What follows belongs to an exercise in optimizing a design on an open flow for small area, a short achievable clock period and few clock cycles per item; a production flow would make more cautious choices.
No run shown here included a check of the RTL's function; only the layout flow was run.
Power figures rest on the tool's default switching activity, not on a simulated workload.

==> flow/design.v <==
`timescale 1ns/10ps
`default_nettype none
module dt_third (
    input  wire [62:0] x,
    output wire [11:0] gs,       
    input  wire [11:0] gs_q,     
    output wire [51:0] frac,
    output wire [10:0] e_p1,     
    output wire [10:0] e_0,
    output wire [10:0] e_m1,
    output wire [10:0] e_m2
);
    wire [52:0] m  = {1'b1, x[51:0]};
    wire [10:0] e  = x[62:52];
    function automatic [1:0] add3 (input [1:0] p, input [1:0] q);
        reg pz, qz;
        begin
            pz = ~p[1] & ~p[0];
            qz = ~q[1] & ~q[0];
            add3[1] = (pz & q[1]) | (qz & p[1]) | (p[0] & q[0]);
            add3[0] = (pz & q[0]) | (qz & p[0]) | (p[1] & q[1]);
        end
    endfunction
    wire [1:0] dig [0:26];
    genvar i;
    generate
        for (i = 0; i < 26; i = i + 1) begin : g_dig
            assign dig[i] = {m[2*i+1] & ~m[2*i], m[2*i] & ~m[2*i+1]};
        end
    endgenerate
    assign dig[26] = {1'b0, m[52]};
    wire [1:0] grp [0:6];
    generate
        for (i = 0; i < 6; i = i + 1) begin : g_grp
            assign grp[i] = add3(add3(dig[4*i], dig[4*i+1]), add3(dig[4*i+2], dig[4*i+3]));
        end
    endgenerate
    assign grp[6] = add3(add3(dig[24], dig[25]), dig[26]);
    wire [1:0] a65   = add3(grp[6], grp[5]);
    wire [1:0] a43   = add3(grp[4], grp[3]);
    wire [1:0] a6543 = add3(a65, a43);
    assign gs[11:10] = grp[6];                       
    assign gs[9:8]   = a65;                          
    assign gs[7:6]   = add3(a65, grp[4]);            
    assign gs[5:4]   = a6543;                        
    assign gs[3:2]   = add3(a6543, grp[2]);          
    assign gs[1:0]   = add3(a6543, add3(grp[2], grp[1]));   
    wire [1:0] ab [0:6];
    assign ab[6] = 2'd0;
    assign ab[5] = gs_q[11:10];
    assign ab[4] = gs_q[9:8];
    assign ab[3] = gs_q[7:6];
    assign ab[2] = gs_q[5:4];
    assign ab[1] = gs_q[3:2];
    assign ab[0] = gs_q[1:0];
    wire [1:0] u [0:26];
    generate
        for (i = 0; i < 6; i = i + 1) begin : g_u
            wire [1:0] w32 = add3(dig[4*i+3], dig[4*i+2]);
            assign u[4*i+3] = ab[i];
            assign u[4*i+2] = add3(ab[i], dig[4*i+3]);
            assign u[4*i+1] = add3(ab[i], w32);
            assign u[4*i]   = add3(ab[i], add3(w32, dig[4*i+1]));
        end
    endgenerate
    assign u[26] = 2'd0;
    assign u[25] = dig[26];
    assign u[24] = add3(dig[26], dig[25]);
    wire [52:0] q;
    generate
        for (i = 0; i <= 26; i = i + 1) begin : g_q
            wire [1:0] uo = add3(u[i], {m[2*i+1 > 52 ? 52 : 2*i+1] & (2*i+1 <= 52), 1'b0});
            if (2*i+1 <= 52) begin : g_hi
                assign q[2*i+1] = (u[i] == 2'd2) | ((u[i] == 2'd1) & m[2*i+1]);
            end
            assign q[2*i] = (uo == 2'd1) | ((uo == 2'd2) & m[2*i]);
        end
    endgenerate
    wire [1:0]  b   = add3(u[0], dig[0]);
    wire        t   = (m[52:51] == 2'b11);
    wire        z51 = (m[50:0] == 51'd0);
    wire        big = t & ~z51;
    assign frac = big ? {q[50:0], b == 2'd2} : {q[49:0], b};
    wire [10:0] e2 = t ? e - 11'd1 : e - 11'd2;
    assign e_p1 = e2 + 11'd1;
    assign e_0  = e2;
    assign e_m1 = e2 - 11'd1;
    assign e_m2 = e2 - 11'd2;
endmodule
`default_nettype wire
`timescale 1ns/10ps
`default_nettype none
module dt_times2 (
    input  wire [63:0] x,
    output reg  [63:0] y
);
    wire [10:0] e = x[62:52];
    always @(*) begin
        if (e == 11'd0)
            y = {x[63], x[61:0], 1'b0};           
        else if (e == 11'h7ff)
            y = x;                                
        else if (e == 11'h7fe)
            y = {x[63], 11'h7ff, 52'd0};          
        else
            y = {x[63], e + 11'd1, x[51:0]};
    end
endmodule
module dt_three_half_pre (
    input  wire [62:0] p,
    output wire        k2,
    output wire        big
);
    wire [52:0] m = {p[62:52] != 11'd0, p[51:0]};
    assign k2  = (m >= 53'h15555555555556);
    assign big = (m >= 53'h15555555555555);
endmodule
module dt_three_half (
    input  wire [62:0] p,
    input  wire        k2,
    input  wire        big,
    input  wire [63:0] q,        
    output wire [63:0] st_a,     
    output wire [63:0] st_b,     
    output wire [62:0] st_c      
);
    wire [10:0] e   = p[62:52];
    wire        ez  = (e == 11'd0);
    wire [52:0] m   = {~ez, p[51:0]};
    wire        inf = (e == 11'h7ff) | (big & (e == 11'h7fe));
    wire [18:0] sa;
    dt_ks_add #(.W(18)) add_a (.a({m[16:0], 1'b1}), .b(m[17:0]), .cin(k2), .s(sa));
    wire [15:0] fra  = big ? sa[17:2] : sa[16:1];
    wire        tie  = k2 ? (m[1:0] == 2'b10) : m[0];
    wire [15:0] fra2 = inf ? 16'd0 : {fra[15:1], fra[0] & ~tie};
    assign st_a = {sa[18], sa[17], 46'd0, fra2};
    wire [18:0] sb;
    dt_ks_add #(.W(18)) add_b (.a(m[34:17]), .b(m[35:18]), .cin(q[63]), .s(sb));
    wire [17:0] frb  = big ? sb[17:0] : {sb[16:0], q[62]};
    wire [17:0] frb2 = inf ? 18'd0 : frb;
    assign st_b = {sb[18], sb[17], 28'd0, frb2, q[15:0]};
    wire [18:0] sc;
    dt_ks_add #(.W(18)) add_c (.a(m[52:35]), .b({1'b0, m[52:36]}), .cin(q[63]), .s(sc));
    wire [17:0] frc  = big ? sc[17:0] : {sc[16:0], q[62]};
    wire [10:0] ex   = big ? e + 11'd1 : (ez ? {10'd0, sc[17]} : e);
    assign st_c = inf ? {11'h7ff, 52'd0} : {ex, frc, q[33:0]};
endmodule
`default_nettype wire
module dt_ks_add #(
    parameter W = 18
) (
    input  wire [W-1:0] a,
    input  wire [W-1:0] b,
    input  wire         cin,
    output wire [W:0]   s        
);
    localparam L = $clog2(W + 1);
    wire [W:0] g0 = {a & b, cin};
    wire [W:0] p0 = {a ^ b, 1'b0};
    wire [W:0] g [0:L];
    wire [W:0] p [0:L];
    assign g[0] = g0;
    assign p[0] = p0;
    genvar l, k;
    generate
        for (l = 0; l < L; l = l + 1) begin : g_lvl
            for (k = 0; k <= W; k = k + 1) begin : g_bit
                if (k >= (1 << l)) begin : g_op
                    assign g[l+1][k] = g[l][k] | (p[l][k] & g[l][k - (1 << l)]);
                    assign p[l+1][k] = p[l][k] & p[l][k - (1 << l)];
                end else begin : g_pass
                    assign g[l+1][k] = g[l][k];
                    assign p[l+1][k] = p[l][k];
                end
            end
        end
    endgenerate
    assign s = {g[L][W], p0[W:1] ^ g[L][W-1:0]};
endmodule
`timescale 1ns/10ps
`default_nettype none
module dt_coef_top (
    input  wire                   clk,
    input  wire                   rst_n,
    input  wire                   start,
    input  wire [64-1:0]   delta_t,
    output wire                   mul_req_valid,
    input  wire                   mul_req_ready,
    output wire [64-1:0]   mul_req_a,
    output wire [64-1:0]   mul_req_b,
    input  wire                   mul_resp_valid,
    output wire                   mul_resp_ready,
    input  wire [64-1:0]   mul_resp_y,
    output wire [64-1:0]   coef_delta_t2,
    output wire [64-1:0]   coef_dt2,
    output wire [64-1:0]   coef_half_dt2,
    output wire [64-1:0]   coef_three2_dt2,
    output wire [64-1:0]   coef_half_dt3,
    output wire [64-1:0]   coef_third_dt3,
    output wire [64-1:0]   coef_sixth_dt3,
    output wire [64-1:0]   coef_two3_dt3,
    output wire [64-1:0]   coef_quarter_dt4,
    output wire [64-1:0]   coef_sixth_dt4,
    output wire [64-1:0]   coef_twelfth_dt4,
    output wire [64-1:0]   coef_five12_dt4,
    output wire                   done,
    output wire                   valid
);
    reg  [63:0] ra;           
    reg  [63:0] rb;           
    reg  [63:0] xq;           
    reg  [62:0] dt2_q, half2_q, half3_q, third3_q, sixth3_q, two3_q;
    reg  [62:0] quart4_q, sixth4_q, twelf4_q;
    reg         k2_q;         
    reg         big_q;        
    reg  [1:0]  t3_st;        
    reg         fin_q;        
    reg         req_q;        
    reg         busy_q;       
    reg         drop_q;       
    reg         pend_q;       
    reg         fast_q;       
    reg  [3:0]  step;         
    reg         done_q;
    reg         valid_q;
    wire        take     = req_q & mul_req_ready;
    wire        held     = req_q & ~mul_req_ready;      
    wire        resp     = mul_resp_valid;
    wire        good     = resp & ~drop_q;
    wire        fresh    = start & ~held;               
    wire        stash    = start & held;
    wire        recopy   = resp & drop_q & pend_q;      
    wire        last     = (step == 4'd11);
    wire        fin      = good & last;
    wire        ready    = (fin | fin_q) & t3_st[1];
    wire [63:0] y        = mul_resp_y;
    wire [10:0] ye       = y[62:52];
    wire [10:0] ye_m1    = ye - 11'd1;
    wire [10:0] ye_m2    = ye - 11'd2;
    wire [10:0] ye_p1    = ye + 11'd1;
    reg  [3:0]  nstep;
    always @(*) begin
        if (step == 4'd15)
            nstep = 4'd0;
        else if (!fast_q)
            nstep = step + 4'd1;
        else begin
            case (step)
                4'd0:     nstep = 4'd2;
                4'd2:     nstep = 4'd7;
                default:   nstep = 4'd11;
            endcase
        end
    end
    reg  [63:0] bnext;
    always @(*) begin
        case (nstep)
            4'd1,
            4'd3:  bnext = 64'h3fe0_0000_0000_0000;
            4'd4: bnext = 64'h3fd5_5555_5555_5555;
            4'd5,
            4'd9: bnext = 64'h3fc5_5555_5555_5555;
            4'd6:   bnext = 64'h3fe5_5555_5555_5555;
            4'd8: bnext = 64'h3fd0_0000_0000_0000;
            4'd10: bnext = 64'h3fb5_5555_5555_5555;
            4'd11: bnext = 64'h3fda_aaaa_aaaa_aaab;
            default:   bnext = xq;               
        endcase
    end
    wire ra_from_y = (step == 4'd0) | (step == 4'd2) | (step == 4'd7) |
                     (step == 4'd15) | last;
    wire [63:0] x2;
    wire [62:0] three2;
    wire        k2_d, big_d;
    dt_times2 x2_i (
        .x (xq),
        .y (x2)
    );
    dt_three_half_pre t3p_i (
        .p   (dt2_q),
        .k2  (k2_d),
        .big (big_d)
    );
    wire [63:0] t3_a, t3_b;
    dt_three_half t3_i (
        .p    (dt2_q),
        .k2   (k2_q),
        .big  (big_q),
        .q    (rb),
        .st_a (t3_a),
        .st_b (t3_b),
        .st_c (three2)
    );
    always @(posedge clk) begin
        k2_q  <= k2_d;
        big_q <= big_d;
    end
    wire [11:0] th_gs;
    reg  [11:0] th_gs_q;
    wire [51:0] th_fr;
    wire [10:0] th_ep1, th_e0, th_em1, th_em2;
    reg         th3_1, th3_2, th4_1, th4_2;
    wire [51:0] th_bus = fast_q ? th_fr : y[51:0];    
    dt_third th_i (
        .x    (ra[62:0]),
        .gs   (th_gs),
        .gs_q (th_gs_q),
        .frac (th_fr),
        .e_p1 (th_ep1),
        .e_0  (th_e0),
        .e_m1 (th_em1),
        .e_m2 (th_em2)
    );
    always @(posedge clk) begin
        th_gs_q <= th_gs;
        th3_1   <= good & (step == 4'd2) & fast_q & ~start;
        th3_2   <= th3_1 & ~start;
        th4_1   <= good & (step == 4'd7) & fast_q & ~start;
        th4_2   <= th4_1 & ~start;
    end
    always @(posedge clk or negedge rst_n) begin
        if (!rst_n) begin
            req_q   <= 1'b0;
            busy_q  <= 1'b0;
            drop_q  <= 1'b0;
            pend_q  <= 1'b0;
            done_q  <= 1'b0;
            valid_q <= 1'b0;
            fin_q   <= 1'b0;
            t3_st   <= 2'd0;
        end else begin
            if (take)
                busy_q <= 1'b1;
            else if (resp)
                busy_q <= 1'b0;
            if (fresh) begin
                drop_q <= (busy_q & ~resp) | take;
                req_q  <= ~((busy_q & ~resp) | take);
                pend_q <= 1'b0;
            end else begin
                if (stash)
                    pend_q <= 1'b1;
                else if (resp & drop_q)
                    pend_q <= 1'b0;
                if (take & pend_q)
                    drop_q <= 1'b1;
                else if (resp)
                    drop_q <= 1'b0;
                if (take)
                    req_q <= 1'b0;
                else if (resp & drop_q)
                    req_q <= 1'b1;
                else if (good)
                    req_q <= ~last;
            end
            if (start) begin
                done_q  <= 1'b0;
                valid_q <= 1'b0;
                fin_q   <= 1'b0;
            end else begin
                done_q  <= ready & ~valid_q;
                valid_q <= valid_q | ready;
                if (fin)
                    fin_q <= 1'b1;
            end
            if (fresh | recopy)
                t3_st <= 2'd0;
            else if (take & last)
                t3_st <= 2'd1;
            else if (t3_st != 2'd0 && t3_st != 2'd3)
                t3_st <= t3_st + 2'd1;
        end
    end
    always @(posedge clk) begin
        if (start)
            fast_q <= (delta_t[62:52] >= 11'd773) && (delta_t[62:52] <= 11'd1273);
        if (fresh)
            step <= 4'd0;
        else if (recopy)
            step <= 4'd15;
        else if (good & ~last)
            step <= nstep;
    end
    always @(posedge clk) begin
        if (fresh)
            ra <= delta_t;
        else if (recopy)
            ra <= 64'h3ff0_0000_0000_0000;
        else if (good & ra_from_y)
            ra <= y;
        if (fresh)
            rb <= delta_t;
        else if (recopy)
            rb <= xq;
        else if (good & ~last)
            rb <= bnext;
        else if (take & last)
            rb <= t3_a;
        else if (t3_st == 2'd1)
            rb <= t3_b;
        else if (t3_st == 2'd2)
            rb <= {1'b0, three2};
        if (start)
            xq <= delta_t;
        else if (good & (step == 4'd7))
            xq <= x2;
        if (good & (step == 4'd0))
            dt2_q <= y[62:0];
        if (good & ((step == 4'd0) | (step == 4'd1)))
            half2_q <= {fast_q ? ye_m1 : ye, y[51:0]};
        if (good & ((step == 4'd2) & fast_q | (step == 4'd3)))
            half3_q <= {fast_q ? ye_m1 : ye, y[51:0]};
        if (th3_2 | good & (step == 4'd4))
            third3_q <= {fast_q ? th_e0 : ye, th_bus};
        if (th3_2 | good & (step == 4'd5))
            sixth3_q <= {fast_q ? th_em1 : ye, th_bus};
        if (th3_2 | good & (step == 4'd6))
            two3_q <= {fast_q ? th_ep1 : ye, th_bus};
        if (good & ((step == 4'd7) & fast_q | (step == 4'd8)))
            quart4_q <= {fast_q ? ye_m2 : ye, y[51:0]};
        if (th4_2 | good & (step == 4'd9))
            sixth4_q <= {fast_q ? th_em1 : ye, th_bus};
        if (th4_2 | good & (step == 4'd10))
            twelf4_q <= {fast_q ? th_em2 : ye, th_bus};
    end
    assign mul_req_valid    = req_q;
    assign mul_req_a        = ra;
    assign mul_req_b        = rb;
    assign mul_resp_ready   = 1'b1;
    assign coef_delta_t2    = xq;
    assign coef_dt2         = {1'b0, dt2_q};
    assign coef_half_dt2    = {1'b0, half2_q};
    assign coef_three2_dt2  = rb;
    assign coef_half_dt3    = {xq[63], half3_q};
    assign coef_third_dt3   = {xq[63], third3_q};
    assign coef_sixth_dt3   = {xq[63], sixth3_q};
    assign coef_two3_dt3    = {xq[63], two3_q};
    assign coef_quarter_dt4 = {1'b0, quart4_q};
    assign coef_sixth_dt4   = {1'b0, sixth4_q};
    assign coef_twelfth_dt4 = {1'b0, twelf4_q};
    assign coef_five12_dt4  = ra;
    assign done             = done_q;
    assign valid            = valid_q;
endmodule
`default_nettype wire
==> flow/flow/run.sh <==
#!/bin/bash
set -o pipefail
export BUFFER_PORTS_ARGS="-buffer_cell sky130_fd_sc_hd__buf_1"
bash standard.sh > standard_flow.log 2>&1
==> flow/standard.sh <==
#!/bin/bash
# synth_recipe.tcl (not shown) runs the flow's synth.tcl, then flattens the netlist and writes it again
# the make line also repeats each setting of config.mk as NAME=value (left out here)
make -C /OpenROAD-flow-scripts/flow DESIGN_CONFIG=/design/flow/config.mk WORK_HOME=/design/flow/orfs CLKGATE_MAP_FILE= SYNTH_SCRIPT=/design/flow/synth_recipe.tcl "${@:-finish}"
==> flow/config.mk <==
export PLATFORM = sky130hd
export DESIGN_NAME = dt_coef_top
export DESIGN_NICKNAME = dt_coef_top
export VERILOG_FILES = /design/flow/design.v
export SDC_FILE = /design/flow/constraint.sdc
export NUM_CORES = 4
export LEC_CHECK = 0
export ABC_CLOCK_PERIOD_IN_PS = 2300
export CAP_MARGIN = 20
export CORE_MARGIN = 2
export CORE_UTILIZATION = 35
export SETUP_SLACK_MARGIN = 2.4
export SLEW_MARGIN = 20
export TNS_END_PERCENT = 10
==> flow/constraint.sdc <==
create_clock -name core_clock -period 5.0 [get_ports {clk}]
set_input_delay 1.0000 -clock core_clock [delete_from_list [all_inputs] [get_ports {clk}]]
set_output_delay 1.0000 -clock core_clock [all_outputs]
set_load 0.01 [all_outputs]
==> qor.txt, run 1 <==
Pwr Density: 643.7 nW/um^2
post-DP HPWL: 141.0 mm
Layout fillers: 10,650
critical path endpoint category: register
final-stage net count: 5,233
vias in the first global route: 33,800
commonest non-fill, non-tap cell in the layout: buf_1
period utilization: 0.6723
Pins Over Slew Limit: 0
Num CTS Buffers: 91
Seq/Total Area, Yosys: 0.5691
Non-Filler Cell Area, Final: 54,710 um^2
clock latency on the worst-skew pair: 0.68 ns
DIE WIDTH: 347.4 um
post-layout minimum cycle time: 3.361 ns
first-pass GRT wire length: 259.2 mm
WP data arrival: 3.92 ns
synth unique cells: 89
Initial Utilization: 0.3542
CTS Sinks: 791
crit path from: ra[32]
Lkg Pwr: 19.68 nW
gp weighted congestion: 0.9783
Main synth FF type: edfxtp_1
final hold vios: 0
Multi-input gate area: 18,390 um^2
Buffers on Ports: 1,026
Post-Syn Area: 41,270 um^2
# DRC: 0
grt ovf: 0
share of cells above drive strength 1: 0.2124
total core area: 116,500 um^2
antenna-violating nets left: 0
clk root buf: clkbuf_16
Synth area leader: edfxtp_1
Starting DRT DRC Count: 3,823
Post-synth EDFFs: 760
peak supply drop: 0.3561 mV
I/O pins: 1,033
worst hold path class: input port to async pin
storage element area: 23,510 um^2
Mean Syn Cell Area: 11.20 um^2
CTS tree: done
Die Area: 120,700 um^2
crit path launch type: register
H-tree Lvls: 3
Clock Skew: 0.03204 ns
final setup vio count: 0
asr flop ratio synth: 0.01138
cell count after placement: 6,006
Synth Warn #: 4
Clock Path Buffers: 3
Final TNS setup: 0 ns
DP Area: 46,110 um^2
share of the synthesized area in the top cell type: 0.5530
RSZ-0062 raised after global routing: yes
critical path required time: 5.56 ns
max cap viols: 0
worst-margin pin slew: 1.170 ns
WS Path Type: register to register
number of synthesized register bits: 791
most frequent cells in the layout: 1,025 x buf_1, 760 x edfxtp_1, 352 x nand2_1, 314 x buf_4, 240 x nor2_1
detailed-route via count: 36,790
Post-Route WL: 193.2 mm
CTS hold repair buffers: 0
Via density: 5.663
Synth area leaders: edfxtp_1 55%, ha_1 6.3%, o21ai_0 3.6%
Std-Cell Rows: 125
outcome: finished clean
antenna violations before repair: 22
GR Util All Layers: 0.3009
Slew Limit Headroom: 0.2197
WL per Instance: 29.73 um
Worst-path clk slew: 0.07 ns
post-route insts no fill: 6,497
Fmax: 297.5 MHz
worst-path maximum fanout: 5
Die Y: 347.4 um
area grow syn2layout: 32.55%
largest net degree at the start of global routing: 83
Syn Inst Count: 3,685
DR pass1 iterations: 6
RR Startpoint: ra[32]
## power breakdown
group | switching (mW) | internal, mW
Sequential | 1.30 | 9.07
Clock | 2.95 | 4.10
Combinational | 10.9 | 6.95
Total | 15.1 | 20.1
## cell usage after synthesis (21+ instances only)
library cell / number
o22ai_1: 30
edfxtp_1: 760
mux2_2: 34
and3_1: 26
nor2b_1: 56
nor2_1: 265
xnor2_1: 86
nand4_1: 34
a21o_1: 26
o221ai_1: 21
a22o_1: 41
nand3_1: 69
inv_1: 198
dfxtp_1: 22
nand2_1: 379
o211ai_1: 39
buf_4: 140
a31oi_1: 39
o21bai_1: 23
a21oi_1: 232
nand2b_1: 45
a221oi_1: 47
ha_1: 208
nor3_1: 70
nor4_1: 26
clkbuf_1: 145
mux2i_1: 35
a221o_1: 22
o21ai_0: 293
xor2_1: 28
## registers in the layout, summed over array words and instances, names as in the netlist, 2 cells and up
register  flops
th_gs_q      12
sixth3_q     63
rb           64
two3_q       63
third3_q     63
xq           64
sixth4_q     63
ra           64
half3_q      63
t3_st         2
half2_q      63
dt2_q        63
quart4_q     63
twelf4_q     63
step          4
## timing repair
action / in CTS / in global routing
buffers inserted: 168 / 139
endpoints found under the setup margin: 745 / 955
pin swaps: 106 / 134
resized for setup: 358 / 348
gates cloned: 3 / 4
hold endpoints to repair: 0 / 0
## area by class of cell
type | count | area share
clock buffer | 104 | 0.04291
clock inverter | 67 | 0.01439
timing repair buffer | 1398 | 0.1280
sequential | 791 | 0.4297
multi-input combinational | 2409 | 0.3361
antenna | 5 | 0.0002287
tap | 1524 | 0.03486
inverter | 199 | 0.01386
## stage by stage
stage / worst slack, ns / power (mW) / utilization / hold WS [ns]
detailed placement: 0.7473 / 23.63 / 0.3957 / 0.4267
global route: 1.518 / 36.79 / 0.4694 / 0.3000
CTS: 1.731 / 33.31 / 0.4474 / 0.2743
global placement: 0.9969 / 23.56 / 0.3957 / 0.4213
floorplan: 1.298 / 19.08 / - / 0.4138
finish: 1.639 / 35.22 / 0.4695 / 0.3173
## logic make-up after synthesis
family | count (synthesis) | synth area share
and+or+nand+nor | 1024 | 0.1134
other | 2 | 0.0001820
muxes | 70 | 0.01804
DFF | 791 | 0.5691
AOI/OAI and AO/OA | 979 | 0.1533
adders and majority gates | 210 | 0.06403
xor gates and xnor gates | 114 | 0.02419
buffers and inverters | 495 | 0.05784
## metal layers
layer	part of all wire	vias up	GRT usage
met5	0.00032	-	0
met2	0.48	2062	0.5000
li1	-	15990	-
met4	0.046	10	0.1122
met3	0.092	407	0.06968
met1	0.39	18330	0.3815
## worst paths after layout
kind | to | depth (start not counted) | slack (ns)
setup / recovery | th_gs_q[2] | 14 | 1.64
hold / removal | done_q | 1 | 0.32
setup reg to reg | th_gs_q[2] | 14 | 1.64
hold reg to reg | th4_2 | 1 | 0.44
max in group asynchronous | pend_q | 1 | 4.28
min in group core_clock | th4_2 | 1 | 0.44
## critical path: stages, from the launching register on
cell and delay (ns):
edfxtp_1 0.46, inv_2 0.09, ha_4 0.30, inv_2 0.05, a221oi_4 0.30, xnor2_1 0.13
a32oi_2 0.29, buf_4 0.16, o22ai_2 0.06, a222oi_1 0.31, buf_4 0.23, nand2_4 0.05
a221o_1 0.37, a32o_1 0.22, a211o_1 0.22
==> inputs of run 2 (changes only) <==
--- a/flow/design.v
+++ b/flow/design.v
@@ -223,2 +223,4 @@
     reg  [3:0]  step;         
+    reg  [15:0] sdec;         
+    reg  [7:0]  bsel;         
     reg         done_q;
@@ -232,3 +234,3 @@
     wire        recopy   = resp & drop_q & pend_q;      
-    wire        last     = (step == 4'd11);
+    wire        last     = sdec[4'd11];
     wire        fin      = good & last;
@@ -240,33 +242,50 @@
     wire [10:0] ye_p1    = ye + 11'd1;
-    reg  [3:0]  nstep;
-    always @(*) begin
-        if (step == 4'd15)
-            nstep = 4'd0;
-        else if (!fast_q)
-            nstep = step + 4'd1;
+    function automatic [3:0] nxt (input [3:0] s, input f);
+        if (s == 4'd15)
+            nxt = 4'd0;
+        else if (!f)
+            nxt = s + 4'd1;
         else begin
-            case (step)
-                4'd0:     nstep = 4'd2;
-                4'd2:     nstep = 4'd7;
-                default:   nstep = 4'd11;
+            case (s)
+                4'd0:   nxt = 4'd2;
+                4'd2:   nxt = 4'd7;
+                default: nxt = 4'd11;
             endcase
         end
-    end
-    reg  [63:0] bnext;
-    always @(*) begin
-        case (nstep)
+    endfunction
+    function automatic [7:0] bop (input [3:0] s);
+        case (s)
             4'd1,
-            4'd3:  bnext = 64'h3fe0_0000_0000_0000;
-            4'd4: bnext = 64'h3fd5_5555_5555_5555;
+            4'd3:  bop = 8'b0000_0010;
+            4'd4: bop = 8'b0000_0100;
             4'd5,
-            4'd9: bnext = 64'h3fc5_5555_5555_5555;
-            4'd6:   bnext = 64'h3fe5_5555_5555_5555;
-            4'd8: bnext = 64'h3fd0_0000_0000_0000;
-            4'd10: bnext = 64'h3fb5_5555_5555_5555;
-            4'd11: bnext = 64'h3fda_aaaa_aaaa_aaab;
-            default:   bnext = xq;               
+            4'd9: bop = 8'b0000_1000;
+            4'd6:   bop = 8'b0001_0000;
+            4'd8: bop = 8'b0010_0000;
+            4'd10: bop = 8'b0100_0000;
+            4'd11: bop = 8'b1000_0000;
+            default:   bop = 8'b0000_0001;       
         endcase
-    end
-    wire ra_from_y = (step == 4'd0) | (step == 4'd2) | (step == 4'd7) |
-                     (step == 4'd15) | last;
+    endfunction
+    wire [3:0]  nstep = nxt(step, fast_q);
+    wire        s_adv = ~fresh & ~recopy & good & ~last;
+    wire [3:0]  step_d = fresh ? 4'd0 : recopy ? 4'd15 : s_adv ? nstep : step;
+    wire        fast_in = (delta_t[62:52] >= 11'd773) && (delta_t[62:52] <= 11'd1273);
+    wire [7:0]  bsel_d = fresh  ? (fast_in ? 8'b0000_0001 : 8'b0000_0010) :
+                         recopy ? 8'b0000_0001 :
+                         s_adv  ? bop(nxt(nstep, fast_q)) : bsel;
+    always @(posedge clk) begin
+        step <= step_d;
+        sdec <= 16'd1 << step_d;
+        bsel <= bsel_d;
+    end
+    wire [63:0] bnext = ({64{bsel[0]}} & xq)
+                      | ({64{bsel[1]}} & 64'h3fe0_0000_0000_0000)
+                      | ({64{bsel[2]}} & 64'h3fd5_5555_5555_5555)
+                      | ({64{bsel[3]}} & 64'h3fc5_5555_5555_5555)
+                      | ({64{bsel[4]}} & 64'h3fe5_5555_5555_5555)
+                      | ({64{bsel[5]}} & 64'h3fd0_0000_0000_0000)
+                      | ({64{bsel[6]}} & 64'h3fb5_5555_5555_5555)
+                      | ({64{bsel[7]}} & 64'h3fda_aaaa_aaaa_aaab);
+    wire ra_from_y = sdec[4'd0] | sdec[4'd2] | sdec[4'd7] | sdec[4'd15] | last;
     wire [63:0] x2;
@@ -315,5 +334,5 @@
         th_gs_q <= th_gs;
-        th3_1   <= good & (step == 4'd2) & fast_q & ~start;
+        th3_1   <= good & sdec[4'd2] & fast_q & ~start;
         th3_2   <= th3_1 & ~start;
-        th4_1   <= good & (step == 4'd7) & fast_q & ~start;
+        th4_1   <= good & sdec[4'd7] & fast_q & ~start;
         th4_2   <= th4_1 & ~start;
@@ -375,50 +394,40 @@
         if (start)
-            fast_q <= (delta_t[62:52] >= 11'd773) && (delta_t[62:52] <= 11'd1273);
-        if (fresh)
-            step <= 4'd0;
-        else if (recopy)
-            step <= 4'd15;
-        else if (good & ~last)
-            step <= nstep;
+            fast_q <= fast_in;
     end
+    wire ra_cp = ~fresh & recopy;
+    wire ra_y  = ~fresh & good & ra_from_y;
+    wire ra_ld = fresh | ra_cp | ra_y;
+    wire rb_cp = ~fresh & recopy;
+    wire rb_nx = s_adv;
+    wire rb_ta = ~fresh & ~recopy & take & last;
+    wire rb_tb = ~fresh & ~recopy & (t3_st == 2'd1);
+    wire rb_tc = ~fresh & ~recopy & (t3_st == 2'd2);
+    wire rb_ld = fresh | rb_cp | rb_nx | rb_ta | rb_tb | rb_tc;
     always @(posedge clk) begin
-        if (fresh)
-            ra <= delta_t;
-        else if (recopy)
-            ra <= 64'h3ff0_0000_0000_0000;
-        else if (good & ra_from_y)
-            ra <= y;
-        if (fresh)
-            rb <= delta_t;
-        else if (recopy)
-            rb <= xq;
-        else if (good & ~last)
-            rb <= bnext;
-        else if (take & last)
-            rb <= t3_a;
-        else if (t3_st == 2'd1)
-            rb <= t3_b;
-        else if (t3_st == 2'd2)
-            rb <= {1'b0, three2};
+        if (ra_ld)
+            ra <= ({64{fresh}} & delta_t) | ({64{ra_cp}} & 64'h3ff0_0000_0000_0000) | ({64{ra_y}} & y);
+        if (rb_ld)
+            rb <= ({64{fresh}} & delta_t) | ({64{rb_cp}} & xq) | ({64{rb_nx}} & bnext)
+                | ({64{rb_ta}} & t3_a) | ({64{rb_tb}} & t3_b) | ({64{rb_tc}} & {1'b0, three2});
         if (start)
             xq <= delta_t;
-        else if (good & (step == 4'd7))
+        else if (good & sdec[4'd7])
             xq <= x2;
-        if (good & (step == 4'd0))
+        if (good & sdec[4'd0])
             dt2_q <= y[62:0];
-        if (good & ((step == 4'd0) | (step == 4'd1)))
+        if (good & (sdec[4'd0] | sdec[4'd1]))
             half2_q <= {fast_q ? ye_m1 : ye, y[51:0]};
-        if (good & ((step == 4'd2) & fast_q | (step == 4'd3)))
+        if (good & (sdec[4'd2] & fast_q | sdec[4'd3]))
             half3_q <= {fast_q ? ye_m1 : ye, y[51:0]};
-        if (th3_2 | good & (step == 4'd4))
+        if (th3_2 | good & sdec[4'd4])
             third3_q <= {fast_q ? th_e0 : ye, th_bus};
-        if (th3_2 | good & (step == 4'd5))
+        if (th3_2 | good & sdec[4'd5])
             sixth3_q <= {fast_q ? th_em1 : ye, th_bus};
-        if (th3_2 | good & (step == 4'd6))
+        if (th3_2 | good & sdec[4'd6])
             two3_q <= {fast_q ? th_ep1 : ye, th_bus};
-        if (good & ((step == 4'd7) & fast_q | (step == 4'd8)))
+        if (good & (sdec[4'd7] & fast_q | sdec[4'd8]))
             quart4_q <= {fast_q ? ye_m2 : ye, y[51:0]};
-        if (th4_2 | good & (step == 4'd9))
+        if (th4_2 | good & sdec[4'd9])
             sixth4_q <= {fast_q ? th_em1 : ye, th_bus};
-        if (th4_2 | good & (step == 4'd10))
+        if (th4_2 | good & sdec[4'd10])
             twelf4_q <= {fast_q ? th_em2 : ye, th_bus};
==> qor.txt, run 2 <==
asr flop ratio synth: 0.01108 (-0.0002943)
antenna-violating nets left: 0 (unchanged)
I/O pins: 1,033 (unchanged)
delay-heaviest family, CP: compound AO/OA/AOI/OAI gates
Synth area leader: edfxtp_1
DR pass1 iterations: 6 (unchanged)
area grow syn2layout: 29.93%
peak supply drop: 0.3296 mV (-7.5%)
GR Util All Layers: 0.2842 (-0.01676)
Synth area leaders: edfxtp_1 56%, ha_1 6.4%, nand2_1 3.4%
Final TNS setup: 0 ns (unchanged)
Fmax: 289.5 MHz (-2.7%)
number of synthesized register bits: 812 (+2.7%)
Buffers on Ports: 1,026 (unchanged)
grt ovf: 0 (unchanged)
final setup vio count: 0 (unchanged)
Die Area: 121,000 um^2 (+0.25%)
Post-synth EDFFs: 768 (+1.1%)
H-tree Lvls: 3 (unchanged)
Main synth FF type: edfxtp_1
WP data arrival: 3.90 ns (-0.02 ns)
Worst path max stage delay: 0.49 ns (+0.03 ns)
worst hold slack: 0.2064 ns (-0.1108 ns)
dpl ws: 0.9343 ns (+0.1870 ns)
RSZ-0062 raised after global routing: yes
Pwr Density: 611.6 nW/um^2 (-5.0%)
Slew Limit Headroom: 0.2751 (+0.05538)
outcome: finished clean
vias in the first global route: 32,650 (-3.4%)
Num CTS Buffers: 91 (unchanged)
critical path required time: 5.45 ns (-0.11 ns)
final-stage net count: 5,057 (-3.4%)
top-count cell post-synth: edfxtp_1
gp weighted congestion: 0.9389 (-4.0%)
worst-path maximum fanout: 7 (+2)
synth cell count leaders: 768 x edfxtp_1, 380 x nand2_1, 245 x nor2_1
clk root buf: clkbuf_16
Starting DRT DRC Count: 4,311 (+13%)
worst-margin pin slew: 1.087 ns (-0.08308 ns)
CTS Sinks: 812 (+2.7%)
Lkg Pwr: 19.65 nW (-0.18%)
Worst-path clk slew: 0.07 ns (about the same)
crit path launch type: register
commonest non-fill, non-tap cell in the layout: buf_1
Mean Syn Cell Area: 11.67 um^2 (+4.2%)
setup ws final: 1.546 ns (-0.09229 ns)
Die Y: 347.8 um (+0.12%)
first-pass GRT wire length: 245.8 mm (-5.2%)
detailed-route via count: 35,400 (-3.8%)
Initial Utilization: 0.3518 (-0.002410)
Syn Inst Count: 3,546 (-3.8%)
WS Path Type: register to register
crit path from: ra[36]
Via density: 5.591 (-1.3%)
slowest CP cell: a311oi_4
Clock Path Buffers: 3 (unchanged)
synth unique cells: 91 (+2.2%)
post-DP HPWL: 133.2 mm (-5.6%)
# DRC: 0 (unchanged)
Synth Warn #: 4 (unchanged)
share of cells above drive strength 1: 0.1879 (-0.02447)
post-layout minimum cycle time: 3.454 ns (+0.09229 ns)
period utilization: 0.6907 (+0.01846)
antenna violations before repair: 15 (-32%)
RR Startpoint: ra[36]
Post-Route WL: 181.1 mm (-6.2%)
post-route insts no fill: 6,331 (-2.6%)
worst hold path class: input port to async pin
Core Util, Final: 0.4571 (-0.01240)
most frequent cells in the layout: 1,025 x buf_1, 768 x edfxtp_1, 358 x nand2_1, 269 x buf_4, 228 x nor2_1
Post-Syn Area: 41,370 um^2 (+0.25%)
DIE WIDTH: 347.8 um (+0.12%)
Std-Cell Rows: 126 (+0.80%)
CTS tree: done
largest net degree at the start of global routing: 72 (-13%)
biggest regs: ra x64, rb x64, xq x64
cell count after placement: 5,887 (-2.0%)
crit-path cells: inv_2 > ha_4 > nand2b_4 > and3_4 > a311oi_4 > o21ai_0 > a221oi_2 > nor2_1 > a221oi_2 > mux2i_1 > mux2_2
share of the synthesized area in the top cell type: 0.5574 (+0.004435)
critical path endpoint category: register
WL per Instance: 28.61 um (-3.8%)
max cap viols: 0 (unchanged)
CP most frequent cell: a221oi_2
Pins Over Slew Limit: 0 (unchanged)
Buf/Inv on CP: 1 (-3)
Seq/Total Area, Yosys: 0.5798 (+0.01069)
final hold vios: 0 (unchanged)
clock latency on the worst-skew pair: 0.74 ns (+0.06 ns)
Clock Skew: 0.03332 ns (+0.001287 ns)
total core area: 117,600 um^2 (+0.94%)
[run 2: stage by stage]
| step | instance area, um^2 | total power, mW |
|---|---|---|
| after CTS | 52180 | 31.63 |
| after global placement | 46320 | 22.65 |
| after detailed placement | 46320 | 22.71 |
| after global routing | 53750 | 34.36 |
| after floorplan | 41600 | 18.50 |
| final | 53760 | 32.88 |
[run 2: path summary, 6_finish.rpt]
| kind | slack (ns) | cells after the start | endpoint |
|---|---|---|---|
| max | 1.55 | 11 | twelf4_q[35] |
| min | 0.21 | 1 | t3_st[1] |
| max reg2reg | 1.55 | 11 | twelf4_q[35] |
| min reg2reg | 0.44 | 1 | th3_2 |
| max in group asynchronous | 4.43 | 1 | req_q |
| min in group core_clock | 0.44 | 1 | th3_2 |
[run 2: cell families (layout without fill, tap and decap cells)]
group / count (synthesis) / in the layout / synth area share
flops: 812 / 812 / 0.5798
xor+xnor: 125 / 125 / 0.02646
buf+inv: 471 / 1709 / 0.05588
other cells: 2 / 11 / 0.0001815
fa+ha+maj: 212 / 212 / 0.06447
mux: 84 / 84 / 0.02171
compound gates: 805 / 806 / 0.1362
simple gates: 1035 / 1036 / 0.1153
[run 2: routing by layer]
layer,up-vias,global-route usage,part of all wire
met5,-,0,0.00021
met4,6,0.09276,0.031
met3,277,0.04985,0.083
met2,1964,0.4612,0.47
met1,17740,0.3850,0.41
li1,15420,-,-
[run 2: worst register-to-register path, cell delays in order (launching register included)]
cell and delay [ns]:
edfxtp_1 0.44, inv_2 0.12, ha_4 0.21, nand2b_4 0.15, and3_4 0.21, a311oi_4 0.49
o21ai_0 0.23, a221oi_2 0.32, nor2_1 0.08, a221oi_2 0.35, mux2i_1 0.20, mux2_2 0.37
[run 2: what timing repair did]
item                                   CTS  global route
setup buffers                          188            78
endpoints found under the hold margin    0             0
pin swaps                               90            76
resized for setup                      309           172
gates cloned                             1             1
setup endpoints to repair              681           754
hold buffers                             0             0
[run 2: final cells by class]
class / instances / area, um^2
fillers: 10870 / 63850
clock buffers: 112 / 2377
multi-input cells: 2269 / 17540
well taps: 1536 / 1922
clock inverters: 59 / 563.0
repair buffers: 1344 / 6609
inverters: 194 / 749.5
flip-flops and latches: 812 / 23990
diodes: 5 / 12.51
[run 2: where the power goes]
group	internal, mW	leakage (nW)	switching (mW)	total [mW]
combinational	6.10	10.7	9.56	15.7
clock	3.74	1.41	3.01	6.75
sequential	9.20	7.58	1.27	10.5
==> inputs of run 3 (changes only) <==
--- a/flow/config.mk
+++ b/flow/config.mk
@@ -10,3 +10,3 @@
 export CORE_MARGIN = 2
-export CORE_UTILIZATION = 35
+export CORE_UTILIZATION = 55
 export SETUP_SLACK_MARGIN = 2.4
==> qor.txt, run 3 <==
top-count cell post-synth: edfxtp_1
Seq/Total Area, Yosys: 0.5798 (unchanged)
Initial Utilization: 0.5558 (+0.2040)
Synth area leader: edfxtp_1
Halt Reason: [ERROR PPL-0024] Number of IO pins (1033) exceeds maximum number of available positions (1004). Increase the die perimeter from 1113.10um to 1404.88um.
asr flop ratio synth: 0.01108 (unchanged)
Stopped at: 3_2_place_iop
Std-Cell Rows: 100 (-21%)
DIE WIDTH: 278.3 um (-20%)
Mean Syn Cell Area: 11.67 um^2 (unchanged)
synth unique cells: 91 (unchanged)
Synth Warn #: 4 (unchanged)
Post-Syn Area: 41,370 um^2 (unchanged)
Post-synth EDFFs: 768 (unchanged)
synth cell count leaders: 768 x edfxtp_1, 380 x nand2_1, 245 x nor2_1
Syn Inst Count: 3,546 (unchanged)
number of synthesized register bits: 812 (unchanged)
outcome: aborted with a tool error
Die Y: 278.3 um (-20%)
Synth area leaders: edfxtp_1 56%, ha_1 6.4%, nand2_1 3.4%
Main synth FF type: edfxtp_1
share of the synthesized area in the top cell type: 0.5574 (unchanged)
==> run 3: cell families after synthesis <==
group | synth area share
other | 0.0001815
xor gates and xnor gates | 0.02646
adders and majority gates | 0.06447
muxes | 0.02171
and+or+nand+nor | 0.1153
buffers and inverters | 0.05588
DFF | 0.5798
AOI/OAI and AO/OA | 0.1362
==> inputs of run 4 (changes only) <==
--- a/flow/design.v
+++ b/flow/design.v
@@ -4,5 +4,7 @@
     input  wire [62:0] x,
-    output wire [11:0] gs,       
-    input  wire [11:0] gs_q,     
-    output wire [51:0] frac,
+    output wire [13:0] s1,       
+    input  wire [13:0] s1_q,
+    output wire [13:0] s2,       
+    input  wire [13:0] s2_q,
+    output wire [51:0] frac,     
     output wire [10:0] e_p1,     
@@ -31,26 +33,27 @@
     assign dig[26] = {1'b0, m[52]};
-    wire [1:0] grp [0:6];
     generate
         for (i = 0; i < 6; i = i + 1) begin : g_grp
-            assign grp[i] = add3(add3(dig[4*i], dig[4*i+1]), add3(dig[4*i+2], dig[4*i+3]));
+            assign s1[2*i+1:2*i] = add3(add3(dig[4*i], dig[4*i+1]), add3(dig[4*i+2], dig[4*i+3]));
         end
     endgenerate
-    assign grp[6] = add3(add3(dig[24], dig[25]), dig[26]);
-    wire [1:0] a65   = add3(grp[6], grp[5]);
-    wire [1:0] a43   = add3(grp[4], grp[3]);
-    wire [1:0] a6543 = add3(a65, a43);
-    assign gs[11:10] = grp[6];                       
-    assign gs[9:8]   = a65;                          
-    assign gs[7:6]   = add3(a65, grp[4]);            
-    assign gs[5:4]   = a6543;                        
-    assign gs[3:2]   = add3(a6543, grp[2]);          
-    assign gs[1:0]   = add3(a6543, add3(grp[2], grp[1]));   
-    wire [1:0] ab [0:6];
-    assign ab[6] = 2'd0;
-    assign ab[5] = gs_q[11:10];
-    assign ab[4] = gs_q[9:8];
-    assign ab[3] = gs_q[7:6];
-    assign ab[2] = gs_q[5:4];
-    assign ab[1] = gs_q[3:2];
-    assign ab[0] = gs_q[1:0];
+    assign s1[13:12] = add3(add3(dig[24], dig[25]), dig[26]);
+    wire [1:0] g0 = s1_q[1:0],  g1 = s1_q[3:2],   g2 = s1_q[5:4],  g3 = s1_q[7:6];
+    wire [1:0] g4 = s1_q[9:8],  g5 = s1_q[11:10], g6 = s1_q[13:12];
+    wire [1:0] a65   = add3(g6, g5);
+    wire [1:0] a6543 = add3(a65, add3(g4, g3));
+    wire [1:0] a21   = add3(g2, g1);
+    assign s2[1:0]   = add3(a6543, a21);             
+    assign s2[3:2]   = add3(a6543, g2);              
+    assign s2[5:4]   = a6543;                        
+    assign s2[7:6]   = add3(a65, g4);                
+    assign s2[9:8]   = a65;                          
+    assign s2[11:10] = g6;                           
+    assign s2[13:12] = add3(add3(a6543, a21), g0);   
+    wire [1:0] ab [0:5];
+    assign ab[0] = s2_q[1:0];
+    assign ab[1] = s2_q[3:2];
+    assign ab[2] = s2_q[5:4];
+    assign ab[3] = s2_q[7:6];
+    assign ab[4] = s2_q[9:8];
+    assign ab[5] = s2_q[11:10];
     wire [1:0] u [0:26];
@@ -71,10 +74,12 @@
         for (i = 0; i <= 26; i = i + 1) begin : g_q
-            wire [1:0] uo = add3(u[i], {m[2*i+1 > 52 ? 52 : 2*i+1] & (2*i+1 <= 52), 1'b0});
             if (2*i+1 <= 52) begin : g_hi
+                wire [1:0] uo = add3(u[i], {m[2*i+1], 1'b0});
                 assign q[2*i+1] = (u[i] == 2'd2) | ((u[i] == 2'd1) & m[2*i+1]);
+                assign q[2*i]   = (uo == 2'd1) | ((uo == 2'd2) & m[2*i]);
+            end else begin : g_top
+                assign q[2*i]   = (u[i] == 2'd1) | ((u[i] == 2'd2) & m[2*i]);
             end
-            assign q[2*i] = (uo == 2'd1) | ((uo == 2'd2) & m[2*i]);
         end
     endgenerate
-    wire [1:0]  b   = add3(u[0], dig[0]);
+    wire [1:0]  b   = s2_q[13:12];
     wire        t   = (m[52:51] == 2'b11);
@@ -94,15 +99,12 @@
     input  wire [63:0] x,
-    output reg  [63:0] y
+    input  wire        ez,       
+    input  wire        einf,     
+    input  wire        eovf,     
+    output wire [63:0] y
 );
     wire [10:0] e = x[62:52];
-    always @(*) begin
-        if (e == 11'd0)
-            y = {x[63], x[61:0], 1'b0};           
-        else if (e == 11'h7ff)
-            y = x;                                
-        else if (e == 11'h7fe)
-            y = {x[63], 11'h7ff, 52'd0};          
-        else
-            y = {x[63], e + 11'd1, x[51:0]};
-    end
+    assign y[63]    = x[63];
+    assign y[62:52] = ez ? {10'd0, x[51]} : (einf | eovf) ? 11'h7ff : e + 11'd1;
+    assign y[51:1]  = ez ? x[50:0] : (eovf ? 51'd0 : x[51:1]);
+    assign y[0]     = ~ez & ~eovf & x[0];
 endmodule
@@ -111,3 +113,5 @@
     output wire        k2,
-    output wire        big
+    output wire        big,
+    output wire        ez,
+    output wire        inf
 );
@@ -116,2 +120,4 @@
     assign big = (m >= 53'h15555555555555);
+    assign ez  = (p[62:52] == 11'd0);
+    assign inf = (p[62:52] == 11'h7ff) | (big & (p[62:52] == 11'h7fe));
 endmodule
@@ -121,2 +127,4 @@
     input  wire        big,
+    input  wire        ez,
+    input  wire        inf,
     input  wire [63:0] q,        
@@ -127,5 +135,3 @@
     wire [10:0] e   = p[62:52];
-    wire        ez  = (e == 11'd0);
     wire [52:0] m   = {~ez, p[51:0]};
-    wire        inf = (e == 11'h7ff) | (big & (e == 11'h7fe));
     wire [18:0] sa;
@@ -229,3 +235,3 @@
     wire        held     = req_q & ~mul_req_ready;      
-    wire        resp     = mul_resp_valid;
+    wire        resp     = mul_resp_valid & rdy_q;
     wire        good     = resp & ~drop_q;
@@ -293,6 +299,17 @@
     wire        k2_d, big_d;
+    reg         xz_q, xinf_q, xovf_q;
+    always @(posedge clk) begin
+        xz_q   <= (xq[62:52] == 11'd0);
+        xinf_q <= (xq[62:52] == 11'h7ff);
+        xovf_q <= (xq[62:52] == 11'h7fe);
+    end
     dt_times2 x2_i (
-        .x (xq),
-        .y (x2)
+        .x    (xq),
+        .ez   (xz_q),
+        .einf (xinf_q),
+        .eovf (xovf_q),
+        .y    (x2)
     );
+    wire        ez_d, inf_d;
+    reg         ez_q, inf_q;
     dt_three_half_pre t3p_i (
@@ -300,3 +317,5 @@
         .k2  (k2_d),
-        .big (big_d)
+        .big (big_d),
+        .ez  (ez_d),
+        .inf (inf_d)
     );
@@ -307,2 +326,4 @@
         .big  (big_q),
+        .ez   (ez_q),
+        .inf  (inf_q),
         .q    (rb),
@@ -315,13 +336,17 @@
         big_q <= big_d;
+        ez_q  <= ez_d;
+        inf_q <= inf_d;
     end
-    wire [11:0] th_gs;
-    reg  [11:0] th_gs_q;
+    wire [13:0] th_s1, th_s2;
+    reg  [13:0] th_s1_q, th_s2_q;
     wire [51:0] th_fr;
     wire [10:0] th_ep1, th_e0, th_em1, th_em2;
-    reg         th3_1, th3_2, th4_1, th4_2;
-    wire [51:0] th_bus = fast_q ? th_fr : y[51:0];    
+    reg         th3_1, th3_2, th3_3, th4_1, th4_2, th4_3;
+    reg         rdy_q;        
     dt_third th_i (
         .x    (ra[62:0]),
-        .gs   (th_gs),
-        .gs_q (th_gs_q),
+        .s1   (th_s1),
+        .s1_q (th_s1_q),
+        .s2   (th_s2),
+        .s2_q (th_s2_q),
         .frac (th_fr),
@@ -333,8 +358,13 @@
     always @(posedge clk) begin
-        th_gs_q <= th_gs;
+        th_s1_q <= th_s1;
+        th_s2_q <= th_s2;
         th3_1   <= good & sdec[4'd2] & fast_q & ~start;
         th3_2   <= th3_1 & ~start;
+        th3_3   <= th3_2 & ~start;
         th4_1   <= good & sdec[4'd7] & fast_q & ~start;
         th4_2   <= th4_1 & ~start;
+        th4_3   <= th4_2 & ~start;
+        rdy_q   <= ~((th3_1 | th4_1) & ~start);
     end
+    wire [51:0] th_bus = fast_q ? th_fr : y[51:0];    
     always @(posedge clk or negedge rst_n) begin
@@ -421,7 +451,7 @@
             half3_q <= {fast_q ? ye_m1 : ye, y[51:0]};
-        if (th3_2 | good & sdec[4'd4])
+        if (th3_3 | good & sdec[4'd4])
             third3_q <= {fast_q ? th_e0 : ye, th_bus};
-        if (th3_2 | good & sdec[4'd5])
+        if (th3_3 | good & sdec[4'd5])
             sixth3_q <= {fast_q ? th_em1 : ye, th_bus};
-        if (th3_2 | good & sdec[4'd6])
+        if (th3_3 | good & sdec[4'd6])
             two3_q <= {fast_q ? th_ep1 : ye, th_bus};
@@ -429,5 +459,5 @@
             quart4_q <= {fast_q ? ye_m2 : ye, y[51:0]};
-        if (th4_2 | good & sdec[4'd9])
+        if (th4_3 | good & sdec[4'd9])
             sixth4_q <= {fast_q ? th_em1 : ye, th_bus};
-        if (th4_2 | good & sdec[4'd10])
+        if (th4_3 | good & sdec[4'd10])
             twelf4_q <= {fast_q ? th_em2 : ye, th_bus};
@@ -437,3 +467,3 @@
     assign mul_req_b        = rb;
-    assign mul_resp_ready   = 1'b1;
+    assign mul_resp_ready   = rdy_q;
     assign coef_delta_t2    = xq;
--- a/flow/config.mk
+++ b/flow/config.mk
@@ -10,3 +10,3 @@
 export CORE_MARGIN = 2
-export CORE_UTILIZATION = 55
+export CORE_UTILIZATION = 50
 export SETUP_SLACK_MARGIN = 2.4
==> qor.txt, run 4 <==
Mean Syn Cell Area: 11.80 um^2 (+1.1%)
Worst-path clk slew: 0.07 ns
Post-Syn Area: 41,940 um^2 (+1.4%)
commonest non-fill, non-tap cell in the layout: buf_1
share of the synthesized area in the top cell type: 0.5499 (-0.007451)
DIE WIDTH: 293.6 um (+5.5%)
worst-path maximum fanout: 7
delay-heaviest family, CP: compound AO/OA/AOI/OAI gates
critical path required time: 5.39 ns
Starting DRT DRC Count: 4,958
post-DP HPWL: 125.9 mm
peak supply drop: 0.3473 mV
Num CTS Buffers: 88
RSZ-0062 raised after global routing: yes
crit path from: ra[12]
detailed-route via count: 35,640
crit-path cells: inv_2 > ha_4 > nand2b_4 > and3_4 > a311o_2 > and2_4 > a221oi_2 > nor2_1 > a221oi_2 > mux2i_1 > mux2_4
number of synthesized register bits: 836 (+3.0%)
Seq/Total Area, Yosys: 0.5835 (+0.003708)
final setup vio count: 0
Main synth FF type: edfxtp_1
Clock Path Buffers: 3
DR pass1 iterations: 8
post-layout minimum cycle time: 3.149 ns
Post-synth EDFFs: 768 (unchanged)
CTS Sinks: 836
antenna violations before repair: 13
Fmax: 317.5 MHz
Die Y: 293.6 um (+5.5%)
Std-Cell Rows: 106 (+6.0%)
worst hold slack: 0.2997 ns
Comb power frac: 0.402
gp weighted congestion: 0.9904
CTS tree: done
biggest regs: ra x64, rb x64, xq x64
Clock Skew: 0.03755 ns
synth unique cells: 95 (+4.4%)
Layout fillers: 6,773
Pwr Density: 543.6 nW/um^2
Via density: 6.123
Slew Limit Headroom: 0.2465
Final TNS setup: 0 ns
first-pass GRT wire length: 234.6 mm
outcome: finished clean
vias in the first global route: 32,070
WL per Instance: 29.53 um
Int Pwr: 17.29 mW
CP most frequent cell: a221oi_2
final hold vios: 0
Synth area leader: edfxtp_1
antenna-violating nets left: 0
Pins Over Slew Limit: 0
Clock Power Share: 0.236
area grow syn2layout: 25.31%
Worst path max stage delay: 0.49 ns
most frequent cells in the layout: 1,026 x buf_1, 768 x edfxtp_1, 319 x nand2_1, 250 x buf_4, 182 x nor2_1
total core area: 83,290 um^2
Psw: 11.27 mW
asr flop ratio synth: 0.01077 (-0.0003182)
H-tree Lvls: 3
Buf/Inv on CP: 1
Initial Utilization: 0.5035 (-0.05228)
max cap viols: 0
largest net degree at the start of global routing: 79
Sw Share: 0.3946
Synth area leaders: edfxtp_1 55%, ha_1 6.2%, nand2_1 3.0%
crit path launch type: register
clock latency on the worst-skew pair: 0.67 ns
Lkg Pwr: 19.27 nW
Die Area: 86,200 um^2
RR Startpoint: ra[12]
top-count cell post-synth: edfxtp_1
critical path endpoint category: register
synth cell count leaders: 768 x edfxtp_1, 336 x nand2_1, 208 x ha_1
Buffers on Ports: 1,027
final-stage net count: 5,008
Post-Route WL: 171.9 mm
Sequential Power Share: 0.362
grt ovf: 0
worst-margin pin slew: 1.130 ns
I/O pins: 1,033
Syn Inst Count: 3,555 (+0.25%)
GR Util All Layers: 0.3800
WS Path Type: register to register
# DRC: 0
clk root buf: clkbuf_16
slowest CP cell: edfxtp_1
WP data arrival: 3.54 ns
share of cells above drive strength 1: 0.1632
Synth Warn #: 3 (-1)
period utilization: 0.6299
worst hold path class: input port to async pin
[run 4: cell count changes after synthesis, moves of 14 or more]
cell	change
nand2_1	-44
a221o_1	+20
a221oi_1	-22
nor2_1	-48
a22oi_1	+15
a32o_1	+16
a31oi_1	+19
a21oi_1	-18
mux2_2	-14
dfxtp_1	+24
o211ai_1	+22
[run 4: logic make-up after synthesis]
logic type / after synthesis / share of synthesized area
muxes: 62 / 0.01575
DFF: 836 / 0.5835
AOI/OAI and AO/OA: 861 / 0.1460
adders and majority gates: 210 / 0.06301
xor gates and xnor gates: 104 / 0.02172
other: 1 / 0.00008942
buffers and inverters: 490 / 0.05645
and+or+nand+nor: 991 / 0.1135
[run 4: through the flow]
step / power, mW / utilization / std cells / area [um^2] / worst slack, ns
final: 28.56 / 0.6309 / 5821 / 52550 / 1.851
after floorplan: 16.81 / - / 3559 / 42330 / 1.994
after CTS: 27.64 / 0.6145 / 5746 / 51190 / 1.944
after global placement: 19.94 / 0.5565 / 5430 / 46350 / 1.183
after detailed placement: 19.94 / 0.5565 / 5430 / 46350 / 1.044
after global routing: 29.69 / 0.6308 / 5818 / 52540 / 1.786
[run 4: cell type report]
| class | instances | area (um^2) | share of cell area |
|---|---|---|---|
| clock buffer | 104 | 2325 | 0.04424 |
| tap | 1080 | 1351 | 0.02572 |
| inverter | 202 | 758.2 | 0.01443 |
| antenna | 5 | 12.51 | 0.0002381 |
| sequential | 836 | 24470 | 0.4658 |
| clock inverter | 57 | 616.8 | 0.01174 |
| timing repair buffer | 1301 | 6035 | 0.1148 |
| multi-input combinational | 2236 | 16980 | 0.3230 |
[run 4: per-layer routing]
metal | part of all wire | vias to the layer above | track usage
li1 | - | 15450 | -
met1 | 0.39 | 17540 | 0.5215
met2 | 0.46 | 2294 | 0.5911
met3 | 0.11 | 346 | 0.08905
met4 | 0.040 | 6 | 0.1383
met5 | 0.00024 | - | 0
[run 4: what timing repair did]
| action | CTS | global route |
|---|---|---|
| pin swaps | 66 | 81 |
| gates cloned | 3 | 0 |
| hold buffers | 0 | 0 |
| buffers inserted | 152 | 70 |
| setup endpoints to repair | 563 | 630 |
| gates resized for setup | 164 | 167 |
[run 4: power by group through the flow]
stage	Sequential (mW)	Combinational, mW	Clock (mW)
6_report	10.3	11.5	6.73
5_1_grt	10.4	12.2	7.04
4_1_cts	10.3	10.6	6.76
3_5_place_dp	10.6	9.38	0
3_3_place_gp	10.6	9.36	0
2_1_floorplan	10.2	6.62	0
[run 4: path summary, 6_finish.rpt]
path	end	slack [ns]	cells past startpoint
setup / recovery	twelf4_q[11]	1.85	11
hold / removal	req_q	0.30	1
max in group asynchronous	pend_q	4.32	1
setup reg to reg	twelf4_q[11]	1.85	11
hold reg to reg	th4_3	0.44	1
min in group core_clock	th4_3	0.44	1
==> inputs of run 5 (changes only) <==
--- a/flow/design.v
+++ b/flow/design.v
@@ -112,12 +112,16 @@
     input  wire [62:0] p,
+    output wire [3:0]  cmp,      
+    input  wire [3:0]  cmp_q,
     output wire        k2,
     output wire        big,
-    output wire        ez,
-    output wire        inf
+    output wire        ez
 );
     wire [52:0] m = {p[62:52] != 11'd0, p[51:0]};
-    assign k2  = (m >= 53'h15555555555556);
-    assign big = (m >= 53'h15555555555555);
+    assign cmp[0] = (m[52:26] >  27'h5555555);       
+    assign cmp[1] = (m[52:26] == 27'h5555555);       
+    assign cmp[2] = (m[25:0]  >= 26'h1555555);       
+    assign cmp[3] = (m[25:0]  >  26'h1555555);       
+    assign big = cmp_q[0] | (cmp_q[1] & cmp_q[2]);
+    assign k2  = cmp_q[0] | (cmp_q[1] & cmp_q[3]);
     assign ez  = (p[62:52] == 11'd0);
-    assign inf = (p[62:52] == 11'h7ff) | (big & (p[62:52] == 11'h7fe));
 endmodule
@@ -312,10 +316,13 @@
     );
-    wire        ez_d, inf_d;
+    wire        ez_d;
     reg         ez_q, inf_q;
+    wire [3:0]  cmp_d;
+    reg  [3:0]  cmp_q;
     dt_three_half_pre t3p_i (
-        .p   (dt2_q),
-        .k2  (k2_d),
-        .big (big_d),
-        .ez  (ez_d),
-        .inf (inf_d)
+        .p     (dt2_q),
+        .cmp   (cmp_d),
+        .cmp_q (cmp_q),
+        .k2    (k2_d),
+        .big   (big_d),
+        .ez    (ez_d)
     );
@@ -334,2 +341,3 @@
     always @(posedge clk) begin
+        cmp_q <= cmp_d;
         k2_q  <= k2_d;
@@ -337,3 +345,3 @@
         ez_q  <= ez_d;
-        inf_q <= inf_d;
+        inf_q <= (dt2_q[62:52] == 11'h7ff) | (big_q & (dt2_q[62:52] == 11'h7fe));
     end
--- a/flow/config.mk
+++ b/flow/config.mk
@@ -10,3 +10,3 @@
 export CORE_MARGIN = 2
-export CORE_UTILIZATION = 50
+export CORE_UTILIZATION = 35
 export SETUP_SLACK_MARGIN = 2.4
==> qor.txt, run 5 <==
outcome: finished clean
Sequential Power Share: 0.357 (-0.005)
CTS tree: done
DP Area: 46,810 um^2 (+0.99%)
Non-Filler Cell Area, Final: 53,860 um^2 (+2.5%)
most frequent cells in the layout: 1,026 x buf_1, 768 x edfxtp_1, 354 x nand2_1, 270 x buf_4, 173 x nor2_1
Worst-path clk slew: 0.06 ns (about the same)
worst hold slack: 0.2862 ns (-0.01350 ns)
total core area: 118,100 um^2 (+42%)
critical path required time: 5.43 ns (+0.04 ns)
crit path launch type: register
synth unique cells: 91 (-4.2%)
synth cell count leaders: 768 x edfxtp_1, 373 x nand2_1, 196 x ha_1
Lkg Pwr: 19.64 nW (+1.9%)
worst hold path class: input port to async pin
Pwr Density: 554.3 nW/um^2 (+2.0%)
Int Pwr: 17.90 mW (+3.5%)
Buffers on Ports: 1,027 (unchanged)
Starting DRT DRC Count: 4,257 (-14%)
WL per Instance: 29.68 um (+0.48%)
share of the synthesized area in the top cell type: 0.5534 (+0.003501)
Slew Limit Headroom: 0.2368 (-0.009658)
post-DP HPWL: 136.8 mm (+8.7%)
DR pass1 iterations: 7 (-1)
WS Path Type: register to register
Clock Path Buffers: 3 (unchanged)
Std-Cell Rows: 126 (+19%)
asr flop ratio synth: 0.01071 (-0.00005126)
max cap viols: 0 (unchanged)
Mean Syn Cell Area: 11.81 um^2 (about the same)
cell count after placement: 5,860 (+7.9%)
period utilization: 0.6298 (about the same)
share of cells above drive strength 1: 0.1798 (+0.01657)
worst-path maximum fanout: 5 (-2)
CTS hold repair buffers: 0 (unchanged)
antenna-violating nets left: 0 (unchanged)
Synth area leader: edfxtp_1
Clock Skew: 0.02657 ns (-0.01098 ns)
Core Util, Final: 0.4561 (-0.1748)
I/O pins: 1,033 (unchanged)
DIE WIDTH: 349.0 um (+19%)
top-count cell post-synth: edfxtp_1
final hold vios: 0 (unchanged)
post-route insts no fill: 6,288 (+8.0%)
Post-Route WL: 186.6 mm (+8.5%)
clk root buf: clkbuf_16
grt ovf: 0 (unchanged)
Post-Syn Area: 41,670 um^2 (-0.63%)
number of synthesized register bits: 840 (+0.48%)
Synth Warn #: 3 (unchanged)
clock latency on the worst-skew pair: 0.70 ns (+0.03 ns)
commonest non-fill, non-tap cell in the layout: buf_1
overall power: 29.85 mW (+4.5%)
RSZ-0062 raised after global routing: yes
largest net degree at the start of global routing: 150 (+90%)
Initial Utilization: 0.3529 (-0.1506)
worst-margin pin slew: 1.142 ns (+0.01206 ns)
GR Util All Layers: 0.2871 (-0.09291)
antenna violations before repair: 19 (+6)
post-layout minimum cycle time: 3.149 ns (-0.0002500 ns)
biggest regs: ra x64, rb x64, xq x64
setup ws final: 1.851 ns (+0.0002500 ns)
Syn Inst Count: 3,529 (-0.73%)
Sw Share: 0.4005 (+0.005906)
H-tree Lvls: 3 (unchanged)
Num CTS Buffers: 93 (+5.7%)
WP data arrival: 3.58 ns (+0.04 ns)
Synth area leaders: edfxtp_1 55%, ha_1 5.9%, nand2_1 3.4%
gp weighted congestion: 0.9372 (-5.4%)
critical path endpoint category: register
peak supply drop: 0.2787 mV (-20%)
dpl ws: 0.7548 ns (-0.2890 ns)
Comb power frac: 0.407 (+0.005)
vias in the first global route: 31,990 (-0.27%)
Seq/Total Area, Yosys: 0.5891 (+0.005636)
# DRC: 0 (unchanged)
area grow syn2layout: 29.25%
Pins Over Slew Limit: 0 (unchanged)
CTS Sinks: 840 (+0.48%)
Fmax: 317.6 MHz (about the same)
Die Area: 121,800 um^2 (+41%)
final-stage net count: 5,010 (+0.040%)
Final TNS setup: 0 ns (unchanged)
Die Y: 349.0 um (+19%)
first-pass GRT wire length: 248.0 mm (+5.7%)
Psw: 11.96 mW (+6.1%)
Clock Power Share: 0.236 (about the same)
Main synth FF type: edfxtp_1
detailed-route via count: 35,500 (-0.38%)
final setup vio count: 0 (unchanged)
Via density: 5.646 (-7.8%)
Post-synth EDFFs: 768 (unchanged)
-- run 5: changes by cell type after synthesis, sizes merged, moves of 10 or more --
cell,delta
a32o,-10
ha,-12
inv,-13
mux2i,+10
nand2,+36
nand3,+17
nor2,-14
o211ai,-11
o21ai,-12
or3,-11
xor2,+11
-- run 5: what timing repair did --
| action | CTS | global route |
|---|---|---|
| setup endpoints to repair | 593 | 757 |
| cloned | 5 | 1 |
| pin swaps | 60 | 117 |
| resized for setup | 176 | 243 |
| buffers inserted | 154 | 99 |
-- run 5: worst max-delay path: stages, from the launching register on --
cell      delay [ns]
edfxtp_1        0.51
inv_2           0.16
ha_4            0.22
nand2b_4        0.15
and3_4          0.20
a311oi_4        0.33
buf_4           0.18
nor3_2          0.04
a311oi_2        0.29
a31oi_1         0.07
a221o_1         0.34
nand2b_4        0.17
a22o_4          0.24
-- run 5: logic make-up after synthesis --
logic type	Yosys count	synth area share
multiplexers	79	0.02015
XOR/XNOR	108	0.02288
AO/OA/AOI/OAI	815	0.1377
other	1	0.00008999
AND/OR/NAND/NOR	1015	0.1150
buffers and inverters	473	0.05528
adder cells (fa/ha/maj)	198	0.05981
flip-flops	840	0.5891
-- run 5: area by class of cell --
cell class              instances  area [um^2]
flip-flops and latches        840        24580
repair buffers               1328         6385
clock buffers                 111         2469
fillers                     10850        64220
diodes                          2        5.005
inverters                     192        728.2
multi-input cells            2224        17180
well taps                    1536         1922
clock inverters                55        591.8
-- run 5: path summary, 6_finish.rpt --
| check | from | end | slack (ns) | cells after the start |
|---|---|---|---|---|
| worst max-delay path | ra[4] | twelf4_q[2] | 1.85 | 12 |
| worst min-delay path | rst_n | valid_q | 0.29 | 1 |
| worst max register to register | ra[4] | twelf4_q[2] | 1.85 | 12 |
| worst min register to register | cmp_q[0] | big_q | 0.43 | 1 |
| max in group asynchronous | rst_n | t3_st[1] | 4.31 | 1 |
| min in group core_clock | cmp_q[0] | big_q | 0.43 | 1 |
-- run 5: power by group through the flow --
stage | registers (mW) | clock network, mW | logic (mW)
after floorplan | 10.2 | 0 | 6.68
final | 10.6 | 7.06 | 12.1
after global routing | 10.7 | 7.38 | 13.0
after CTS | 10.6 | 7.12 | 10.9
after global placement | 10.9 | 0 | 9.53
after detailed placement | 10.9 | 0 | 9.60
-- run 5: per-layer routing --
layer	vias to the layer above	GRT usage	share of wire
met5	-	0	0.00037
met4	10	0.06703	0.023
met3	244	0.06121	0.093
met2	2050	0.4549	0.46
met1	17770	0.4015	0.42
li1	15430	-	-

## re-timing with driven ports
No port has a modelled driver above. Below, the same layouts with a new extraction and two added sets of constraints.
Step 1 assumes that a clkbuf_16 drives the clock port and a buf_2 every other input.
Step 2 moves the port delays by t, midway between the first and last clock arrival at a register: inputs arrive t later, outputs are due t later. That takes back most of the time a late clock gives input paths.
Slacks: ideal / step 1 / step 2; pairs: ideal / step 1.
| run | t, ns | setup WS [ns] | latest minus earliest clock arrival (ns) | worst slew at a driven data input, ns |
|---|---|---|---|---|
| run 1 | 0.734 | 1.639 / 1.639 / 1.133 | 0.034 / 0.034 | 0.14 |
| run 2 | 0.790 | 1.546 / 1.546 / 1.116 | 0.034 / 0.033 | 0.15 |
| run 4 | 0.732 | 1.851 / 1.851 / 1.387 | 0.043 / 0.043 | 0.12 |
| run 5 | 0.765 | 1.851 / 1.851 / 1.378 | 0.027 / 0.028 | 0.18 |
After both steps setup and hold are still met in every run listed. The setup slack of run 1, which loses most, moves by 0.000 ns with the drivers and by -0.506 ns with both steps.
